From an optimization exercise on the open Yosys and OpenROAD flow, aimed at small area; shortcuts taken in it are not production practice.
In this exercise RTL edits were held to simulation tests only and were not proved equivalent to the original.
Power and IR drop assume default switching activity.

==> inputs of run a <==
// usb_bridge_top
module usb_bridge_top #(
  parameter int CLKS_PER_BIT  = 520,                
  parameter int FIFO_DEPTH    = 16,
  parameter int MAX_PKT_BYTES = 8
) (
  input  logic                                PHY_CLKOUT,
  input  logic                                RESET_IN,
  input  logic                                usb_rx_valid_i,
  input  logic [7:0]                          usb_rx_data_i,
  input  logic [3:0]                          usb_rx_endpt_i,
  input  logic                                usb_rx_last_i,
  output logic                                usb_rx_ready_o,
  output logic                                usb_tx_valid_o,
  output logic [7:0]                          usb_tx_data_o,
  output logic [3:0]                          usb_tx_endpt_o,
  output logic                                usb_tx_last_o,
  input  logic                                usb_tx_pop_i,
  output logic [2:0]                          usb_uart_txd_o,
  input  logic [2:0]                          usb_uart_rxd_i,
  output logic [9:0]                          usb_parallel_o
);
export LEC_CHECK = 0
export ABC_AREA = 1
export CAP_MARGIN = 20
export CORE_MARGIN = 2
export CORE_UTILIZATION = 40
export CTS_BUF_LIST = sky130_fd_sc_hd__clkbuf_4 sky130_fd_sc_hd__clkbuf_8
export CTS_CLUSTER_DIAMETER = 80
export CTS_CLUSTER_SIZE = 12
export SLEW_MARGIN = 20
create_clock -name core_clock -period 10.0 [get_ports {PHY_CLKOUT}]
standard.sh (not shown) runs the stock make flow with config.mk's settings and CLKGATE_MAP_FILE= SYNTH_SCRIPT=/design/flow/synth_recipe.tcl, a recipe that flattens the netlist after the stock synthesis.
==> flow/flow/run.sh <==
#!/bin/bash
# Standard ORFS layout, with two changes: an area-oriented ABC mapping script for the
# combinational logic (flip-flop mapping is untouched), and buf_1 as the port buffer.
set -euo pipefail
work=$PWD
cp -r "$FLOW_HOME/scripts" "$work/myscripts"
cp "$work/flow/abc_area.script" "$work/myscripts/abc_area.script"
export BUFFER_PORTS_ARGS="-buffer_cell sky130_fd_sc_hd__buf_1"
bash standard.sh SCRIPTS_DIR="$work/myscripts" ABC_AREA=1 finish > "$work/standard.log" 2>&1
==> flow/flow/abc_area.script <==
strash
&get -n
&fraig -x
&put
dc2
strash
&get -n
&dch -f
&nf -R 1000
&put
==> inputs of run b, as changes to run a <==
--- a/flow/design.v
+++ b/flow/design.v
@@ -9,17 +9,27 @@
   input  logic [7:0]                         push_data_i,
   input  logic                               pop_i,        
   output logic [7:0]                         pop_data_o,
   output logic                               full_o,
   output logic                               empty_o,
-  output logic [$clog2(FIFO_DEPTH + 1)-1:0]  lvl_o
+  output logic [$clog2(FIFO_DEPTH + 1)-1:0]  lvl_o,
+  output logic [8*FIFO_DEPTH-1:0]            mem_o         
 );
-  localparam int AW = $clog2(FIFO_DEPTH);
+  localparam int AW   = (FIFO_DEPTH > 1) ? $clog2(FIFO_DEPTH) : 1;
+  localparam int QW   = $clog2(FIFO_DEPTH + 1);
+  localparam bit POW2 = ((1 << AW) == FIFO_DEPTH) && (QW == AW + 1);
   logic [7:0] mem [FIFO_DEPTH];
-  assign empty_o    = lvl_o[AW];
-  assign full_o     = (lvl_o == (AW+1)'(FIFO_DEPTH - 1));
+  if (POW2) begin : g_empty_pow2
+    assign empty_o = lvl_o[QW-1];
+  end else begin : g_empty_any
+    assign empty_o = &lvl_o;
+  end
+  assign full_o     = (lvl_o == QW'(FIFO_DEPTH - 1));
   assign pop_data_o = mem[lvl_o[AW-1:0]];
+  for (genvar i = 0; i < FIFO_DEPTH; i++) begin : g_mem_o
+    assign mem_o[8*i +: 8] = mem[i];
+  end
   always_ff @(posedge PHY_CLKOUT) begin
     if (push_i) begin
       mem[0] <= push_data_i;
       for (int i = 1; i < FIFO_DEPTH; i++) mem[i] <= mem[i-1];
     end
@@ -47,43 +57,57 @@
   input  logic [7:0]   port_rx_data,
   output logic         port_full,                   
   output logic         port_up_empty,               
   output logic [$clog2(FIFO_DEPTH + 1)-1:0] port_up_lvl,  
   input  logic         port_tx_pop,                 
-  output logic [7:0]   port_tx_data,                
+  output logic [8*FIFO_DEPTH-1:0] port_up_mem,      
   output logic         uart_txd_o,
   input  logic         uart_rxd_i
 );
-  localparam logic [9:0] LD_BIT  = 10'h24e;
-  localparam logic [9:0] LD_HALF = 10'h1bc;
-  function automatic logic [9:0] lfsr_step(input logic [9:0] s);
-    lfsr_step = {s[8:0], s[9] ^ s[6]};
-  endfunction
+  localparam int QW = $clog2(FIFO_DEPTH + 1);
+  localparam bit USE_LFSR = (CLKS_PER_BIT == 520);
+  localparam int TW       = USE_LFSR ? 10 : $clog2(CLKS_PER_BIT);
+  localparam logic [TW-1:0] LD_BIT  = USE_LFSR ? TW'(10'h24e) : TW'(CLKS_PER_BIT - 1);
+  localparam logic [TW-1:0] LD_HALF = USE_LFSR ? TW'(10'h1bc) : TW'(CLKS_PER_BIT / 2 - 1);
+  if (USE_LFSR) begin : g_lfsr
+    assign tx_tmr_step = {tx_tmr[8:0], tx_tmr[9] ^ tx_tmr[6]};
+    assign rx_tmr_step = {rx_tmr[8:0], rx_tmr[9] ^ rx_tmr[6]};
+    assign tx_tmr_end  = &tx_tmr;
+    assign rx_tmr_end  = &rx_tmr;
+  end else begin : g_count
+    assign tx_tmr_step = tx_tmr - 1'b1;
+    assign rx_tmr_step = rx_tmr - 1'b1;
+    assign tx_tmr_end  = (tx_tmr == '0);
+    assign rx_tmr_end  = (rx_tmr == '0);
+  end
   logic         down_empty;
   logic         down_pop;
   logic [7:0]   down_data;
-  logic [4:0]   down_lvl;
+  logic [QW-1:0] down_lvl;
   logic         tx_busy;
   logic [9:0]   tx_shift;                           
-  logic [9:0]   tx_tmr;
+  logic [TW-1:0] tx_tmr;
+  logic [TW-1:0] tx_tmr_step;
+  logic          tx_tmr_end;
   logic         tx_tick;
   byte_fifo #(.FIFO_DEPTH(FIFO_DEPTH)) down_fifo_inst (
     .PHY_CLKOUT  (PHY_CLKOUT),
     .RESET_IN    (RESET_IN),
     .push_i      (port_rx_valid & ~port_full),
     .push_data_i (port_rx_data),
     .pop_i       (down_pop),
     .pop_data_o  (down_data),
     .full_o      (port_full),
     .empty_o     (down_empty),
-    .lvl_o       (down_lvl)
+    .lvl_o       (down_lvl),
+    .mem_o       ()
   );
   assign down_pop   = ~tx_busy & ~down_empty;
-  assign tx_tick    = tx_busy & (&tx_tmr);
+  assign tx_tick    = tx_busy & tx_tmr_end;
   assign uart_txd_o = tx_shift[0];
   always_ff @(posedge PHY_CLKOUT) begin
-    tx_tmr <= (down_pop | tx_tick) ? LD_BIT : lfsr_step(tx_tmr);
+    tx_tmr <= (down_pop | tx_tick) ? LD_BIT : tx_tmr_step;
   end
   always_ff @(posedge PHY_CLKOUT) begin
     if (RESET_IN) begin
       tx_busy     <= 1'b0;
       tx_shift[0] <= 1'b1;
@@ -108,11 +132,13 @@
   logic         rxd_meta;
   logic         rxd_sync;
   logic         rx_active;
   logic         rx_start;                           
   logic         rx_done;                            
-  logic [9:0]   rx_tmr;
+  logic [TW-1:0] rx_tmr;
+  logic [TW-1:0] rx_tmr_step;
+  logic          rx_tmr_end;
   logic         rx_tick;
   logic [8:0]   rx_shift;                           
   logic         up_full;
   always_ff @(posedge PHY_CLKOUT) begin
     if (RESET_IN) begin
@@ -121,56 +147,58 @@
     end else begin
       rxd_meta <= uart_rxd_i;
       rxd_sync <= rxd_meta;
     end
   end
-  assign rx_tick = rx_active & (&rx_tmr);
+  assign rx_tick = rx_active & rx_tmr_end;
   always_ff @(posedge PHY_CLKOUT) begin
     if (!rx_active) rx_tmr <= LD_HALF;
     else if (rx_tick) rx_tmr <= LD_BIT;
-    else rx_tmr <= lfsr_step(rx_tmr);
+    else rx_tmr <= rx_tmr_step;
   end
   always_ff @(posedge PHY_CLKOUT) begin
     if (RESET_IN) begin
       rx_active <= 1'b0;
-      rx_done   <= 1'b0;
     end else begin
-      rx_done <= 1'b0;
       if (!rx_active) begin
         if (!rxd_sync) rx_active <= 1'b1;
       end else if (rx_tick) begin
         if (rx_start ? rxd_sync : rx_shift[0]) begin
           rx_active <= 1'b0;                        
-          rx_done   <= ~rx_start & rxd_sync;        
         end
       end
     end
   end
+  assign rx_done = ~rx_active & rx_shift[0];
+  assign rx_start = ~|rx_shift;
   always_ff @(posedge PHY_CLKOUT) begin
     if (!rx_active) begin
-      rx_start <= 1'b1;
-    end else if (rx_tick) begin
-      rx_start <= 1'b0;
+      rx_shift[8:1] <= 8'h00;
+    end else if (rx_tick & rx_start) begin
+      rx_shift[8:1] <= 8'h80;
+    end else if (rx_active & rx_tick & ~rx_shift[0]) begin
+      rx_shift[8:1] <= {rxd_sync, rx_shift[8:2]};   
     end
   end
   always_ff @(posedge PHY_CLKOUT) begin
-    if (rx_active & rx_tick & rx_start) begin
-      rx_shift <= 9'h100;
-    end else if (rx_active & rx_tick & ~rx_shift[0]) begin
-      rx_shift <= {rxd_sync, rx_shift[8:1]};        
+    if (RESET_IN | ~rx_active) begin
+      rx_shift[0] <= 1'b0;
+    end else if (rx_tick) begin
+      rx_shift[0] <= rx_start ? 1'b0 : rx_shift[0] ? rxd_sync : rx_shift[1];
     end
   end
   byte_fifo #(.FIFO_DEPTH(FIFO_DEPTH)) up_fifo_inst (
     .PHY_CLKOUT  (PHY_CLKOUT),
     .RESET_IN    (RESET_IN),
     .push_i      (rx_done & ~up_full),              
     .push_data_i (rx_shift[8:1]),
     .pop_i       (port_tx_pop),
-    .pop_data_o  (port_tx_data),
+    .pop_data_o  (),
     .full_o      (up_full),
     .empty_o     (port_up_empty),
-    .lvl_o       (port_up_lvl)
+    .lvl_o       (port_up_lvl),
+    .mem_o       (port_up_mem)
   );
 endmodule
 `default_nettype wire
 `timescale 1ns/1ps
 `default_nettype none
@@ -200,10 +228,11 @@
 `default_nettype wire
 `timescale 1ns/1ps
 `default_nettype none
 module usb_ep_arbiter #(
   parameter int MAX_PKT_BYTES = 8,
+  parameter int FIFO_DEPTH    = 16,
   parameter int CNT_W         = 5                   
 ) (
   input  logic                 PHY_CLKOUT,
   input  logic                 RESET_IN,
   input  logic                 usb_rx_valid_i,
@@ -220,16 +249,18 @@
   output logic [7:0]           uart_rx_data_o,
   input  logic [2:0]           uart_full_i,
   input  logic [2:0]           uart_up_empty_i,
   input  logic [3*CNT_W-1:0]   uart_up_lvl_i,       
   output logic [2:0]           uart_tx_pop_o,
-  input  logic [23:0]          uart_tx_data_i,
+  input  logic [3*8*FIFO_DEPTH-1:0] uart_up_mem_i,  
   output logic                 gpio_valid_o,
   output logic [7:0]           gpio_data_o,
   output logic                 gpio_last_o
 );
-  localparam int LW = $clog2(MAX_PKT_BYTES);       
+  localparam int LW = (MAX_PKT_BYTES > 1) ? $clog2(MAX_PKT_BYTES) : 1;  
+  localparam int AW = (FIFO_DEPTH > 1) ? $clog2(FIFO_DEPTH) : 1;
+  localparam int MAX_LVL = (MAX_PKT_BYTES - 1 < FIFO_DEPTH - 1) ? MAX_PKT_BYTES - 1 : FIFO_DEPTH - 1;
   logic [2:0]       uart_hit;
   logic             tx_active;
   logic [1:0]       grant_idx;                      
   logic [1:0]       rr_ptr;
   logic [LW-1:0]    remaining;                      
@@ -260,11 +291,11 @@
     case (pick_idx)
       2'd1:    pick_lvl = uart_up_lvl_i[CNT_W +: CNT_W];
       2'd2:    pick_lvl = uart_up_lvl_i[2*CNT_W +: CNT_W];
       default: pick_lvl = uart_up_lvl_i[0 +: CNT_W];
     endcase
-    pick_len = (pick_lvl >= CNT_W'(MAX_PKT_BYTES - 1)) ? LW'(MAX_PKT_BYTES - 1) : pick_lvl[LW-1:0];
+    pick_len = (pick_lvl >= CNT_W'(MAX_LVL)) ? LW'(MAX_LVL) : LW'(pick_lvl);
   end
   always_ff @(posedge PHY_CLKOUT) begin
     if (RESET_IN) begin
       tx_active <= 1'b0;
       grant_idx <= 2'd2;
@@ -285,12 +316,17 @@
     end else if (usb_tx_pop_i) begin
       remaining <= remaining - 1'b1;
     end
   end
   assign usb_tx_valid_o = tx_active;
-  assign usb_tx_data_o  = (grant_idx == 2'd0) ? uart_tx_data_i[7:0] :
-                          (grant_idx == 2'd1) ? uart_tx_data_i[15:8] : uart_tx_data_i[23:16];
+  always_comb begin
+    usb_tx_data_o = '0;
+    for (int k = 0; k < 3; k++)
+      for (int i = 0; i < FIFO_DEPTH; i++)
+        if (grant_idx == 2'(k) && uart_up_lvl_i[k*CNT_W +: AW] == AW'(i))
+          usb_tx_data_o = usb_tx_data_o | uart_up_mem_i[(k*FIFO_DEPTH + i)*8 +: 8];
+  end
   assign usb_tx_endpt_o = {2'b01, grant_idx != 2'd0, grant_idx != 2'd1};
   assign usb_tx_last_o  = (remaining == '0);
 endmodule
 `default_nettype wire
 `timescale 1ns/1ps
@@ -325,13 +361,14 @@
   logic [7:0]                port_rx_data;
   logic [NUM_UART-1:0]       port_full;
   logic [NUM_UART-1:0]       port_up_empty;
   logic [NUM_UART*CNT_W-1:0] port_up_lvl;
   logic [NUM_UART-1:0]       port_tx_pop;
-  logic [NUM_UART*8-1:0]     port_tx_data;
+  logic [NUM_UART*8*FIFO_DEPTH-1:0] port_up_mem;
   usb_ep_arbiter #(
     .MAX_PKT_BYTES (MAX_PKT_BYTES),
+    .FIFO_DEPTH    (FIFO_DEPTH),
     .CNT_W         (CNT_W)
   ) usb_ep_arbiter_inst (
     .PHY_CLKOUT      (PHY_CLKOUT),
     .RESET_IN        (RESET_IN),
     .usb_rx_valid_i  (usb_rx_valid_i),
@@ -348,11 +385,11 @@
     .uart_rx_data_o  (port_rx_data),
     .uart_full_i     (port_full),
     .uart_up_empty_i (port_up_empty),
     .uart_up_lvl_i   (port_up_lvl),
     .uart_tx_pop_o   (port_tx_pop),
-    .uart_tx_data_i  (port_tx_data),
+    .uart_up_mem_i   (port_up_mem),
     .gpio_valid_o    (gpio_valid),
     .gpio_data_o     (gpio_data),
     .gpio_last_o     (gpio_last)
   );
   gpio_endpoint gpio_endpoint_inst (
@@ -374,11 +411,11 @@
       .port_rx_data  (port_rx_data),
       .port_full     (port_full[g]),
       .port_up_empty (port_up_empty[g]),
       .port_up_lvl   (port_up_lvl[g*CNT_W +: CNT_W]),
       .port_tx_pop   (port_tx_pop[g]),
-      .port_tx_data  (port_tx_data[g*8 +: 8]),
+      .port_up_mem   (port_up_mem[g*8*FIFO_DEPTH +: 8*FIFO_DEPTH]),
       .uart_txd_o    (usb_uart_txd_o[g]),
       .uart_rxd_i    (usb_uart_rxd_i[g])
     );
   end
 endmodule
==> flow/flow/run.sh (replaced) <==
#!/bin/bash
# Standard ORFS layout (standard.sh), with these changes:
#  - synthesis: no adder extraction (ADDER_MAP_FILE empty) and an area-oriented ABC
#    script (flow/abc_area.script) for the combinational logic; flip-flop mapping,
#    flattening and renaming are the standard ones, so the registers are the same;
#  - port buffers are buf_1;
#  - clock tree synthesis arguments from flow/cts_args.txt (small clock buffers,
#    no dummy loads).
# Each tool's output stays in orfs/logs/; make's own output goes to standard.log.
set -euo pipefail
work=$PWD
cp -r "$FLOW_HOME/scripts" "$work/myscripts"
cp "$work/flow/abc_area.script" "$work/myscripts/abc_area.script"
export BUFFER_PORTS_ARGS="-buffer_cell sky130_fd_sc_hd__buf_1"
export CTS_ARGS="$(cat "$work/flow/cts_args.txt")"
bash standard.sh SCRIPTS_DIR="$work/myscripts" ABC_AREA=1 ADDER_MAP_FILE= finish > "$work/standard.log" 2>&1
==> flow/flow/abc_area.script (replaced) <==
strash
&get -n
&fraig -x
&put
dc2
strash
&get -n
&dch -f
&nf -R 1000
&put
strash
&get -n
&dch -f
&nf -R 1000
&put
strash
&get -n
&dch -f
&nf -R 1000
&put
strash
&get -n
&dch -f
&nf -R 1000
&put
strash
&get -n
&dch -f
&nf -R 1000
&put
==> flow/flow/cts_args.txt (new file) <==
-sink_clustering_enable -repair_clock_nets -sink_clustering_size 16 -sink_clustering_max_diameter 80 -buf_list {sky130_fd_sc_hd__clkbuf_4 sky130_fd_sc_hd__clkbuf_8} -dont_use_dummy_load
==> flow/config.mk (replaced) <==
export PLATFORM = sky130hd
export DESIGN_NAME = usb_bridge_top
export DESIGN_NICKNAME = usb_bridge_top
export VERILOG_FILES = /design/flow/design.v
export SDC_FILE = /design/flow/constraint.sdc
export NUM_CORES = 4
export LEC_CHECK = 0
export ABC_AREA = 1
export CAP_MARGIN = 20
export CORE_MARGIN = 2
export CORE_UTILIZATION = 55
export PLACE_DENSITY = 0.7
export SLEW_MARGIN = 20
==> inputs of run c, as changes to run a <==
--- a/flow/design.v
+++ b/flow/design.v
@@ -9,17 +9,21 @@
   input  logic [7:0]                         push_data_i,
   input  logic                               pop_i,        
   output logic [7:0]                         pop_data_o,
   output logic                               full_o,
   output logic                               empty_o,
-  output logic [$clog2(FIFO_DEPTH + 1)-1:0]  lvl_o
+  output logic [$clog2(FIFO_DEPTH + 1)-1:0]  lvl_o,
+  output logic [8*FIFO_DEPTH-1:0]            mem_o         
 );
   localparam int AW = $clog2(FIFO_DEPTH);
   logic [7:0] mem [FIFO_DEPTH];
   assign empty_o    = lvl_o[AW];
   assign full_o     = (lvl_o == (AW+1)'(FIFO_DEPTH - 1));
   assign pop_data_o = mem[lvl_o[AW-1:0]];
+  for (genvar i = 0; i < FIFO_DEPTH; i++) begin : g_mem_o
+    assign mem_o[8*i +: 8] = mem[i];
+  end
   always_ff @(posedge PHY_CLKOUT) begin
     if (push_i) begin
       mem[0] <= push_data_i;
       for (int i = 1; i < FIFO_DEPTH; i++) mem[i] <= mem[i-1];
     end
@@ -47,11 +51,11 @@
   input  logic [7:0]   port_rx_data,
   output logic         port_full,                   
   output logic         port_up_empty,               
   output logic [$clog2(FIFO_DEPTH + 1)-1:0] port_up_lvl,  
   input  logic         port_tx_pop,                 
-  output logic [7:0]   port_tx_data,                
+  output logic [8*FIFO_DEPTH-1:0] port_up_mem,      
   output logic         uart_txd_o,
   input  logic         uart_rxd_i
 );
   localparam logic [9:0] LD_BIT  = 10'h24e;
   localparam logic [9:0] LD_HALF = 10'h1bc;
@@ -73,11 +77,12 @@
     .push_data_i (port_rx_data),
     .pop_i       (down_pop),
     .pop_data_o  (down_data),
     .full_o      (port_full),
     .empty_o     (down_empty),
-    .lvl_o       (down_lvl)
+    .lvl_o       (down_lvl),
+    .mem_o       ()
   );
   assign down_pop   = ~tx_busy & ~down_empty;
   assign tx_tick    = tx_busy & (&tx_tmr);
   assign uart_txd_o = tx_shift[0];
   always_ff @(posedge PHY_CLKOUT) begin
@@ -163,14 +168,15 @@
     .PHY_CLKOUT  (PHY_CLKOUT),
     .RESET_IN    (RESET_IN),
     .push_i      (rx_done & ~up_full),              
     .push_data_i (rx_shift[8:1]),
     .pop_i       (port_tx_pop),
-    .pop_data_o  (port_tx_data),
+    .pop_data_o  (),
     .full_o      (up_full),
     .empty_o     (port_up_empty),
-    .lvl_o       (port_up_lvl)
+    .lvl_o       (port_up_lvl),
+    .mem_o       (port_up_mem)
   );
 endmodule
 `default_nettype wire
 `timescale 1ns/1ps
 `default_nettype none
@@ -220,11 +226,11 @@
   output logic [7:0]           uart_rx_data_o,
   input  logic [2:0]           uart_full_i,
   input  logic [2:0]           uart_up_empty_i,
   input  logic [3*CNT_W-1:0]   uart_up_lvl_i,       
   output logic [2:0]           uart_tx_pop_o,
-  input  logic [23:0]          uart_tx_data_i,
+  input  logic [3*128-1:0]     uart_up_mem_i,       
   output logic                 gpio_valid_o,
   output logic [7:0]           gpio_data_o,
   output logic                 gpio_last_o
 );
   localparam int LW = $clog2(MAX_PKT_BYTES);       
@@ -285,12 +291,17 @@
     end else if (usb_tx_pop_i) begin
       remaining <= remaining - 1'b1;
     end
   end
   assign usb_tx_valid_o = tx_active;
-  assign usb_tx_data_o  = (grant_idx == 2'd0) ? uart_tx_data_i[7:0] :
-                          (grant_idx == 2'd1) ? uart_tx_data_i[15:8] : uart_tx_data_i[23:16];
+  always_comb begin
+    usb_tx_data_o = '0;
+    for (int k = 0; k < 3; k++)
+      for (int i = 0; i < 16; i++)
+        if (grant_idx == 2'(k) && uart_up_lvl_i[k*CNT_W +: 4] == 4'(i))
+          usb_tx_data_o = usb_tx_data_o | uart_up_mem_i[k*128 + 8*i +: 8];
+  end
   assign usb_tx_endpt_o = {2'b01, grant_idx != 2'd0, grant_idx != 2'd1};
   assign usb_tx_last_o  = (remaining == '0);
 endmodule
 `default_nettype wire
 `timescale 1ns/1ps
@@ -325,11 +336,11 @@
   logic [7:0]                port_rx_data;
   logic [NUM_UART-1:0]       port_full;
   logic [NUM_UART-1:0]       port_up_empty;
   logic [NUM_UART*CNT_W-1:0] port_up_lvl;
   logic [NUM_UART-1:0]       port_tx_pop;
-  logic [NUM_UART*8-1:0]     port_tx_data;
+  logic [NUM_UART*128-1:0]   port_up_mem;
   usb_ep_arbiter #(
     .MAX_PKT_BYTES (MAX_PKT_BYTES),
     .CNT_W         (CNT_W)
   ) usb_ep_arbiter_inst (
     .PHY_CLKOUT      (PHY_CLKOUT),
@@ -348,11 +359,11 @@
     .uart_rx_data_o  (port_rx_data),
     .uart_full_i     (port_full),
     .uart_up_empty_i (port_up_empty),
     .uart_up_lvl_i   (port_up_lvl),
     .uart_tx_pop_o   (port_tx_pop),
-    .uart_tx_data_i  (port_tx_data),
+    .uart_up_mem_i   (port_up_mem),
     .gpio_valid_o    (gpio_valid),
     .gpio_data_o     (gpio_data),
     .gpio_last_o     (gpio_last)
   );
   gpio_endpoint gpio_endpoint_inst (
@@ -374,11 +385,11 @@
       .port_rx_data  (port_rx_data),
       .port_full     (port_full[g]),
       .port_up_empty (port_up_empty[g]),
       .port_up_lvl   (port_up_lvl[g*CNT_W +: CNT_W]),
       .port_tx_pop   (port_tx_pop[g]),
-      .port_tx_data  (port_tx_data[g*8 +: 8]),
+      .port_up_mem   (port_up_mem[g*128 +: 128]),
       .uart_txd_o    (usb_uart_txd_o[g]),
       .uart_rxd_i    (usb_uart_rxd_i[g])
     );
   end
 endmodule
==> flow/flow/run.sh (replaced) <==
#!/bin/bash
# Standard ORFS layout, with three changes: an area-oriented ABC mapping script for the
# combinational logic (flip-flop mapping is untouched), buf_1 as the port buffer, and
# clock tree synthesis arguments from flow/cts_args.txt (small clock buffers, no dummy loads).
set -euo pipefail
work=$PWD
cp -r "$FLOW_HOME/scripts" "$work/myscripts"
cp "$work/flow/abc_area.script" "$work/myscripts/abc_area.script"
export BUFFER_PORTS_ARGS="-buffer_cell sky130_fd_sc_hd__buf_1"
export CTS_ARGS="$(cat "$work/flow/cts_args.txt")"
bash standard.sh SCRIPTS_DIR="$work/myscripts" ABC_AREA=1 finish > "$work/standard.log" 2>&1
==> flow/flow/cts_args.txt (new file) <==
-sink_clustering_enable -repair_clock_nets -sink_clustering_size 12 -sink_clustering_max_diameter 80 -buf_list {sky130_fd_sc_hd__clkbuf_4 sky130_fd_sc_hd__clkbuf_8} -dont_use_dummy_load
--- a/flow/config.mk
+++ b/flow/config.mk
@@ -7,9 +7,6 @@
 export LEC_CHECK = 0
 export ABC_AREA = 1
 export CAP_MARGIN = 20
 export CORE_MARGIN = 2
 export CORE_UTILIZATION = 40
-export CTS_BUF_LIST = sky130_fd_sc_hd__clkbuf_4 sky130_fd_sc_hd__clkbuf_8
-export CTS_CLUSTER_DIAMETER = 80
-export CTS_CLUSTER_SIZE = 12
 export SLEW_MARGIN = 20
==> inputs of run d, as changes to run a <==
==> flow/run.sh (new file) <==
#!/bin/bash
# synth_recipe.tcl (not shown) runs the flow's synth.tcl, then flattens the netlist and writes it again
# the make line also repeats each setting of config.mk as NAME=value (left out here)
make -C /OpenROAD-flow-scripts/flow DESIGN_CONFIG=/design/flow/config.mk WORK_HOME=/design/flow/orfs CLKGATE_MAP_FILE= SYNTH_SCRIPT=/design/flow/synth_recipe.tcl finish
--- a/flow/config.mk
+++ b/flow/config.mk
@@ -7,9 +7,8 @@
 export LEC_CHECK = 0
 export ABC_AREA = 1
 export CAP_MARGIN = 20
 export CORE_MARGIN = 2
 export CORE_UTILIZATION = 40
-export CTS_BUF_LIST = sky130_fd_sc_hd__clkbuf_4 sky130_fd_sc_hd__clkbuf_8
-export CTS_CLUSTER_DIAMETER = 80
-export CTS_CLUSTER_SIZE = 12
+export CTS_BUF_LIST = sky130_fd_sc_hd__clkbuf_8
+export CTS_CLUSTER_SIZE = 20
 export SLEW_MARGIN = 20
removed: flow/flow/run.sh
removed: flow/flow/abc_area.script
removed: flow/standard.sh
==> comparison <==
Between run c and run b, the lower maximum frequency is in run c (gap 0.34%, measured against run b).
The highest sequential share of layout area belongs to run b, the lowest to run d.
Via count, lowest first: run a, run b, run c, run d.
Between run b and run c, the lower final cell count is in run b (gap about 12%, measured against run c).
In run a the count of clock-buffer cells in the layout is higher than in run b, by 86.
Routed wire length: run c > run d > run b > run a.
The highest final area belongs to run d, the lowest to run b.
==> figures <==
Share of Yosys cell area claimed by the top area cell type: run c 69.05%; run d 63.66%; run b 70.36%; run a 68.96%
Most numerous cell in the Yosys netlist: run c sky130_fd_sc_hd__edfxtp_1; run d sky130_fd_sc_hd__nand2_1; run b sky130_fd_sc_hd__edfxtp_1; run a sky130_fd_sc_hd__edfxtp_1
Count of mapped cells out of synthesis: run c 2126; run d 3289; run b 2086; run a 2132
Non-clock buffering overhead in the final layout: run c 1.372%; run d 1.450%; run b 1.132%; run a 1.494%
Outcome: run c timing/DRC/antenna clean; run d timing/DRC/antenna clean; run b timing/DRC/antenna clean; run a timing/DRC/antenna clean
Logic pwr share: run c 2.0%; run d 2.2%; run b 1.5%; run a 1.9%
Number of vias per cell: run c 6.064; run d 4.964; run b 6.886; run a 5.882
Critical path depth: run c 12; run d 9; run b 12; run a 9
Half-perimeter wire length of the detailed placement result: run c 55870 µm; run d 52710 µm; run b 52800 µm; run a 50100 µm
Insertion delay of the later-clocked pin in the worst-skew pair: run c 0.73 ns; run d 0.83 ns; run b 0.69 ns; run a 0.73 ns
Highest net fanout along the worst path: run c 8; run d 9; run b 8; run a 12
H-tree levels: run c 3; run d 4; run b 3; run a 3
Floorplan die height: run c 298.0 µm; run d 310.2 µm; run b 252.4 µm; run a 298.2 µm
Setup skew after layout: run c 0.07377 ns; run d 0.03987 ns; run b 0.09235 ns; run a 0.09400 ns
Least-Margin Pin Slew: run c 1.151 ns; run d 1.214 ns; run b 1.211 ns; run a 1.129 ns

-- re-timing with driven ports --
The flow's constraints put no driver on any port. The routed layouts listed below were extracted and timed again, unchanged, in two steps.
Step 1 sets driving cells, clkbuf_16 on the clock port and buf_2 on the other inputs (assumed; they add their load-dependent delay and slew).
Step 2 adds t to the input delays and takes it off the output delays; t is the mean of the earliest and latest rising clock arrival at the registers after step 1. Input paths then give back, and output paths get back, about the clock's delay inside the block.
a / b / c = no drivers / after step 1 / after step 2; a / b = the first two.
| run | shift t [ns] | setup slack, ns | slew at the worst register clock pin (ns) | cell pins on the clock port's net |
|---|---|---|---|---|
| run a | 0.746 | 4.316 / 4.257 / 5.003 | 0.09 / 0.09 | 1 |
| run b | 0.715 | 4.071 / 4.013 / 4.728 | 0.11 / 0.11 | 1 |
| run c | 0.741 | 4.051 / 3.989 / 4.730 | 0.09 / 0.09 | 1 |
| run d | 0.877 | 4.323 / 4.257 / 4.338 | 0.07 / 0.07 | 1 |
After both steps setup and hold are still met in every run listed.
